Context: an optimization exercise on an open-source flow, tuned for small area, a short achievable clock period and few clock cycles per item. The choices shown serve that exercise and are no tape-out recipe. The RTL was checked by simulation tests, not by an equivalence proof against the original design. No activity file was given, so power comes from the tool's default toggle rates.

## the reference run
==> flow/design.v <==
package sync_nbank_fifo_pkg;
    localparam int NUM_RINGS = 16;
    localparam int RING_LEN  = 15;
endpackage
module sync_nbank_fifo #(
    parameter int DATA_WIDTH = 8,
    parameter int FIFO_DEPTH = 256,
    parameter int NUM_BANKS  = 2,
    parameter int AF_MARGIN  = 4,
    parameter int AE_MARGIN  = 4
) (
    input  logic                          clk,
    input  logic                          rstn,
    input  logic [DATA_WIDTH-1:0]         in_data,
    input  logic                          in_valid,
    output logic                          in_ready,
    output logic [DATA_WIDTH-1:0]         out_data,
    output logic                          out_valid,
    input  logic                          out_ready,
    input  logic                          clear,
    output logic [$clog2(FIFO_DEPTH):0]   count
);
    localparam int DW = DATA_WIDTH;
    localparam int NR = sync_nbank_fifo_pkg::NUM_RINGS;    
    localparam int RL = sync_nbank_fifo_pkg::RING_LEN;     
    localparam int CW = $clog2(FIFO_DEPTH) + 1;            
    if (FIFO_DEPTH != NR * (RL + 1) || NR != 16) begin : g_bad_cfg
        $error("sync_nbank_fifo: unsupported parameter set");
    end
    logic [3:0]    wring;
    logic [3:0]    wdist;
    logic [3:0]    rring;
    logic [3:0]    rdist;
    logic [NR-1:0] ov;           
    logic [NR-1:0] orow;         
    logic [NR-1:0] tap1;         
    logic          in_ready_q;
    logic          out_valid_q;
    logic [DW-1:0] out_q;        
    logic [NR*DW-1:0] onext;     
    logic [NR-1:0]    ov_hold;   
    logic             bypass;    
    logic          wr_fire;
    logic          out_fire;
    logic          wr_raw;
    logic          rd_raw;
    logic          byp_raw;
    logic          empty_next;   
    logic [NR-1:0] ov_next;
    logic [3:0]    rring_p1;
    logic [3:0]    wring_p1;
    logic [3:0]    rring_next;
    logic [3:0]    wring_next;
    function automatic logic [3:0] dist_dec(input logic [3:0] s);
        dist_dec = (s == 4'd0) ? 4'(RL - 1) : s - 4'd1;
    endfunction
    assign in_ready  = in_ready_q;
    assign out_valid = out_valid_q;
    assign out_data  = out_q;
    assign wr_fire  = in_valid && in_ready_q && !clear;
    assign out_fire = out_valid_q && out_ready && !clear;
    assign wr_raw   = in_valid && in_ready_q;
    assign rd_raw   = out_valid_q && out_ready;
    logic [NR-1:0] ge_r;         
    logic [NR-1:0] lt_w;         
    logic          r_le_w;       
    logic [3:0]    hz;           
    assign r_le_w = (rring <= wring);
    for (genvar k = 0; k < NR; k++) begin : g_dec
        assign ge_r[k] = (4'(k) >= rring);
        assign lt_w[k] = (4'(k) < wring);
    end
    for (genvar k = 0; k < 4; k++) begin : g_hz
        assign hz[k] = (count[CW-1:4] == 5'(k));
    end
    for (genvar r = 0; r < NR; r++) begin : g_ring
        logic [DW*RL-1:0] ring;      
        logic [DW-1:0]    o_q;
        logic [DW-1:0]    tap;
        logic [DW-1:0]    o_d;
        logic             wr_here;
        logic             wr_data;   
        logic             o_from_t;
        logic             o_direct;
        logic             consume;
        logic             inc;       
        logic             dec;
        logic             extra;     
        logic             is1;       
        logic             rz;        
        assign tap      = ring[(RL-1)*DW +: DW];
        assign wr_here  = wr_fire && (wring == 4'(r));
        assign wr_data  = in_ready_q && (wring == 4'(r));
        assign consume  = out_fire && (rring == 4'(r));
        assign o_from_t = !ov[r] && !rz && orow[r];
        assign o_direct = !ov[r] && rz && wr_here;
        assign inc = wr_here && !(!ov[r] && rz);
        assign dec = o_from_t;
        assign extra = r_le_w ? (ge_r[r] && lt_w[r]) : (ge_r[r] || lt_w[r]);
        always_comb begin
            case ({ov[r], extra})
                2'b00:   is1 = hz[1];
                2'b01:   is1 = hz[0];
                2'b10:   is1 = hz[2];
                default: is1 = hz[1];
            endcase
        end
        assign ov_hold[r] = ov[r] || o_from_t;
        assign ov_next[r] = ov[r] ? !consume : (o_from_t || o_direct);
        always_ff @(posedge clk or negedge rstn) begin
            if (!rstn) begin
                rz <= 1'b1;
            end else if (clear) begin
                rz <= 1'b1;
            end else if (inc && !dec) begin
                rz <= 1'b0;
            end else if (dec && !inc) begin
                rz <= is1;
            end
        end
        assign onext[r*DW +: DW] = ov[r] ? o_q : tap;
        assign o_d = (rz && !ov[r]) ? in_data : onext[r*DW +: DW];
        always_ff @(posedge clk) begin
            ring[DW-1:0]     <= wr_data ? in_data : tap;
            ring[DW*RL-1:DW] <= ring[DW*(RL-1)-1:0];
            o_q <= o_d;
        end
    end
    assign rring_p1   = rring + 4'd1;
    assign wring_p1   = wring + 4'd1;
    assign rring_next = out_fire ? rring_p1 : rring;
    assign wring_next = wr_fire ? wring_p1 : wring;
    assign bypass  = wr_fire && (count == '0 || (count == CW'(1) && out_fire));
    assign byp_raw = wr_raw && (count == '0 || (count == CW'(1) && rd_raw));
    assign empty_next = clear || (!wr_fire && (count == '0 || (count == CW'(1) && out_fire)));
    assign orow = tap1 | ((rdist == 4'd0) ? {tap1[0], tap1[NR-1:1]} : '0);
    always_ff @(posedge clk) begin
        if (clear)
            tap1 <= NR'(1);
        else if (empty_next)
            tap1 <= NR'(1) << (out_fire ? rring_p1 : rring);
        else if (!out_fire && rdist == 4'd1)
            tap1 <= {tap1[NR-3:0], tap1[NR-1:NR-2]};
        else
            tap1 <= {tap1[NR-2:0], tap1[NR-1]};
    end
    always_ff @(posedge clk or negedge rstn) begin
        if (!rstn) begin
            wring       <= '0;
            wdist       <= '0;
            rring       <= '0;
            rdist       <= '0;
            count       <= '0;
            ov          <= '0;
            in_ready_q  <= 1'b0;
            out_valid_q <= 1'b0;
        end else if (clear) begin
            wring       <= '0;
            wdist       <= '0;
            rring       <= '0;
            rdist       <= '0;
            count       <= '0;
            ov          <= '0;
            in_ready_q  <= 1'b1;
            out_valid_q <= 1'b0;
        end else begin
            wring <= wring_next;
            rring <= rring_next;
            if (empty_next) begin
                wdist <= '0;
                rdist <= '0;
            end else begin
                if (!wr_fire)  wdist <= dist_dec(wdist);
                if (!out_fire) rdist <= dist_dec(rdist);
            end
            case ({wr_fire, out_fire})
                2'b10:   count <= count + CW'(1);
                2'b01:   count <= count - CW'(1);
                default: ;
            endcase
            ov <= ov_next;
            case ({wr_fire, out_fire})
                2'b00:   in_ready_q <= (count == '0 || wdist == 4'd1) && count != CW'(FIFO_DEPTH);
                2'b10:   in_ready_q <= (count != CW'(FIFO_DEPTH - 1));
                2'b01:   in_ready_q <= (count == CW'(1) || wdist == 4'd1);
                default: in_ready_q <= 1'b1;
            endcase
            out_valid_q <= bypass || (out_fire ? ov_hold[rring_p1] : ov_hold[rring]);
        end
    end
    always_ff @(posedge clk) begin
        out_q <= byp_raw ? in_data : onext[(rd_raw ? rring_p1 : rring)*DW +: DW];
    end
endmodule
Settings: LEC_CHECK=0, ABC_AREA=1, CAP_MARGIN=20, CORE_MARGIN=2, CORE_UTILIZATION=55, CTS_CLUSTER_DIAMETER=90, CTS_CLUSTER_SIZE=26, PLACE_DENSITY=0.65, SETUP_SLACK_MARGIN=4.0, SLEW_MARGIN=20; clock period 6.5 ns.
standard.sh (not shown) runs the stock make flow with config.mk's settings and CLKGATE_MAP_FILE= SYNTH_SCRIPT=/design/flow/synth_recipe.tcl, a recipe that flattens the netlist after the stock synthesis.
==> flow/flow/run.sh <==
#!/bin/bash
# Layout flow: the standard flow (the standard.sh, all ORFS steps from
# its unchanged synthesis to the final layout) with one change: the port
# buffers that ORFS puts on every input and output are sky130_fd_sc_hd__buf_4
# cells instead of the delay cell buffer_ports picks by default.
set -o pipefail
export BUFFER_PORTS_ARGS="-buffer_cell sky130_fd_sc_hd__buf_4"
bash standard.sh > standard.log 2>&1
Testbench counts of the reference run, summed over its fixed seeds: cycles 12,164, items 11,200.
--- input diff the reference run..the trial run ---
-- flow/design.v --
<<< the reference run, line 34
    logic [NR-1:0] ov;           
    logic [NR-1:0] orow;         
    logic [NR-1:0] tap1;         
    logic          in_ready_q;
    logic          out_valid_q;
>>> the trial run, line 34
    logic [NR-1:0] ov;           
    logic [NR-1:0] orow;         
    logic          in_ready_q;
    logic          out_valid_q;
<<< the reference run, line 54
    function automatic logic [3:0] dist_dec(input logic [3:0] s);
        dist_dec = (s == 4'd0) ? 4'(RL - 1) : s - 4'd1;
    endfunction
    assign in_ready  = in_ready_q;
>>> the trial run, line 53
    function automatic logic [3:0] dist_dec(input logic [3:0] s);
        dist_dec = (s == 4'd0) ? 4'(RL - 1) : s - 4'd1;
    endfunction
    function automatic logic [NR-1:0] tap_rings(input logic [3:0] rr,
                                                 input logic [3:0] rd);
        logic [3:0] k;
        k = (rd == 4'd0) ? 4'd0 : 4'(RL) - rd;
        tap_rings = NR'(1) << (rr + k);
        if (k == 4'd0) tap_rings = tap_rings | (NR'(1) << (rr + 4'(NR - 1)));
    endfunction
    assign in_ready  = in_ready_q;
<<< the reference run, line 91
        assign tap      = ring[(RL-1)*DW +: DW];
        assign wr_here  = wr_fire && (wring == 4'(r));
        assign wr_data  = in_ready_q && (wring == 4'(r));
        assign consume  = out_fire && (rring == 4'(r));
        assign o_from_t = !ov[r] && !rz && orow[r];
>>> the trial run, line 97
        assign tap      = ring[(RL-1)*DW +: DW];
        assign wr_here  = wr_fire && (wring == 4'(r));
        assign wr_data  = wr_raw && (wring == 4'(r));
        assign consume  = out_fire && (rring == 4'(r));
        assign o_from_t = !ov[r] && !rz && orow[r];
<<< the reference run, line 119
            end
        end
        assign onext[r*DW +: DW] = ov[r] ? o_q : tap;
        assign o_d = (rz && !ov[r]) ? in_data : onext[r*DW +: DW];
        always_ff @(posedge clk) begin
            ring[DW-1:0]     <= wr_data ? in_data : tap;
>>> the trial run, line 125
            end
        end
        assign o_d = ov[r] ? o_q : (rz ? in_data : tap);
        assign onext[r*DW +: DW] = o_d;
        always_ff @(posedge clk) begin
            ring[DW-1:0]     <= wr_data ? in_data : tap;
<<< the reference run, line 134
    assign byp_raw = wr_raw && (count == '0 || (count == CW'(1) && rd_raw));
    assign empty_next = clear || (!wr_fire && (count == '0 || (count == CW'(1) && out_fire)));
    assign orow = tap1 | ((rdist == 4'd0) ? {tap1[0], tap1[NR-1:1]} : '0);
    always_ff @(posedge clk) begin
        if (clear)
            tap1 <= NR'(1);
        else if (empty_next)
            tap1 <= NR'(1) << (out_fire ? rring_p1 : rring);
        else if (!out_fire && rdist == 4'd1)
            tap1 <= {tap1[NR-3:0], tap1[NR-1:NR-2]};
        else
            tap1 <= {tap1[NR-2:0], tap1[NR-1]};
    end
    always_ff @(posedge clk or negedge rstn) begin
>>> the trial run, line 140
    assign byp_raw = wr_raw && (count == '0 || (count == CW'(1) && rd_raw));
    assign empty_next = clear || (!wr_fire && (count == '0 || (count == CW'(1) && out_fire)));
    always_ff @(posedge clk) begin
        orow <= out_fire ? tap_rings(rring_p1, rdist) : tap_rings(rring, dist_dec(rdist));
    end
    always_ff @(posedge clk or negedge rstn) begin
--- outcome ---
In the reports for the reference run and the trial run, the smaller non-clock inverter instance count of the final layout belongs to the reference run. Comparing the trial run against the reference run, there is no change at all in final antenna-violating net count. On clock network latency to the later pin of the worst-skew pair, the reference run and the trial run are neck and neck. Compared with the reference run, the trial run shows combinational power that has gone up by more than 100%. The trial run vs the reference run — share of cells above drive strength 1 rose 0.75 points. | wire length of the first global-routing pass | the trial run vs the reference run | 3.7% higher |. The first-iteration DRC count in the trial run sits 11% below the value recorded for the reference run. Classification of the worst setup path = flip-flop to flip-flop: the trial run; classification of the worst setup path = flip-flop to output pin: the reference run.
Testbench counts of the trial run, summed over its fixed seeds: cycles 12,164, items 11,200.

==> port drivers added, routing unchanged <==
How much do the figures lean on ideal ports? The routed layouts below were timed once more, with nothing changed but the port constraints.
Step 1, drivers: a clkbuf_16 drives clk and a buf_2 each remaining input, both assumed.
Step 2 adds t to the input delays and takes it off the output delays; t is the mean of the earliest and latest rising clock arrival at the registers after step 1. Input paths then give back, and output paths get back, about the clock's delay inside the block.
a / b / c = no drivers / after step 1 / after step 2; a / b = the first two.
| run | shift t [ns] | slack for setup (ns) | clock arrival spread, ns | slew at the worst register clock pin (ns) |
|---|---|---|---|---|
| the reference run | 0.756 | 3.835 / 3.767 / 3.244 | 0.035 / 0.035 | 0.11 / 0.11 |
| the trial run | 0.767 | 3.819 / 3.819 / 3.207 | 0.047 / 0.048 | 0.11 / 0.11 |
After both steps setup and hold are still met in every run listed. For the trial run, which loses most, drivers alone change the setup slack by 0.000 ns; drivers and shift together by -0.612 ns.
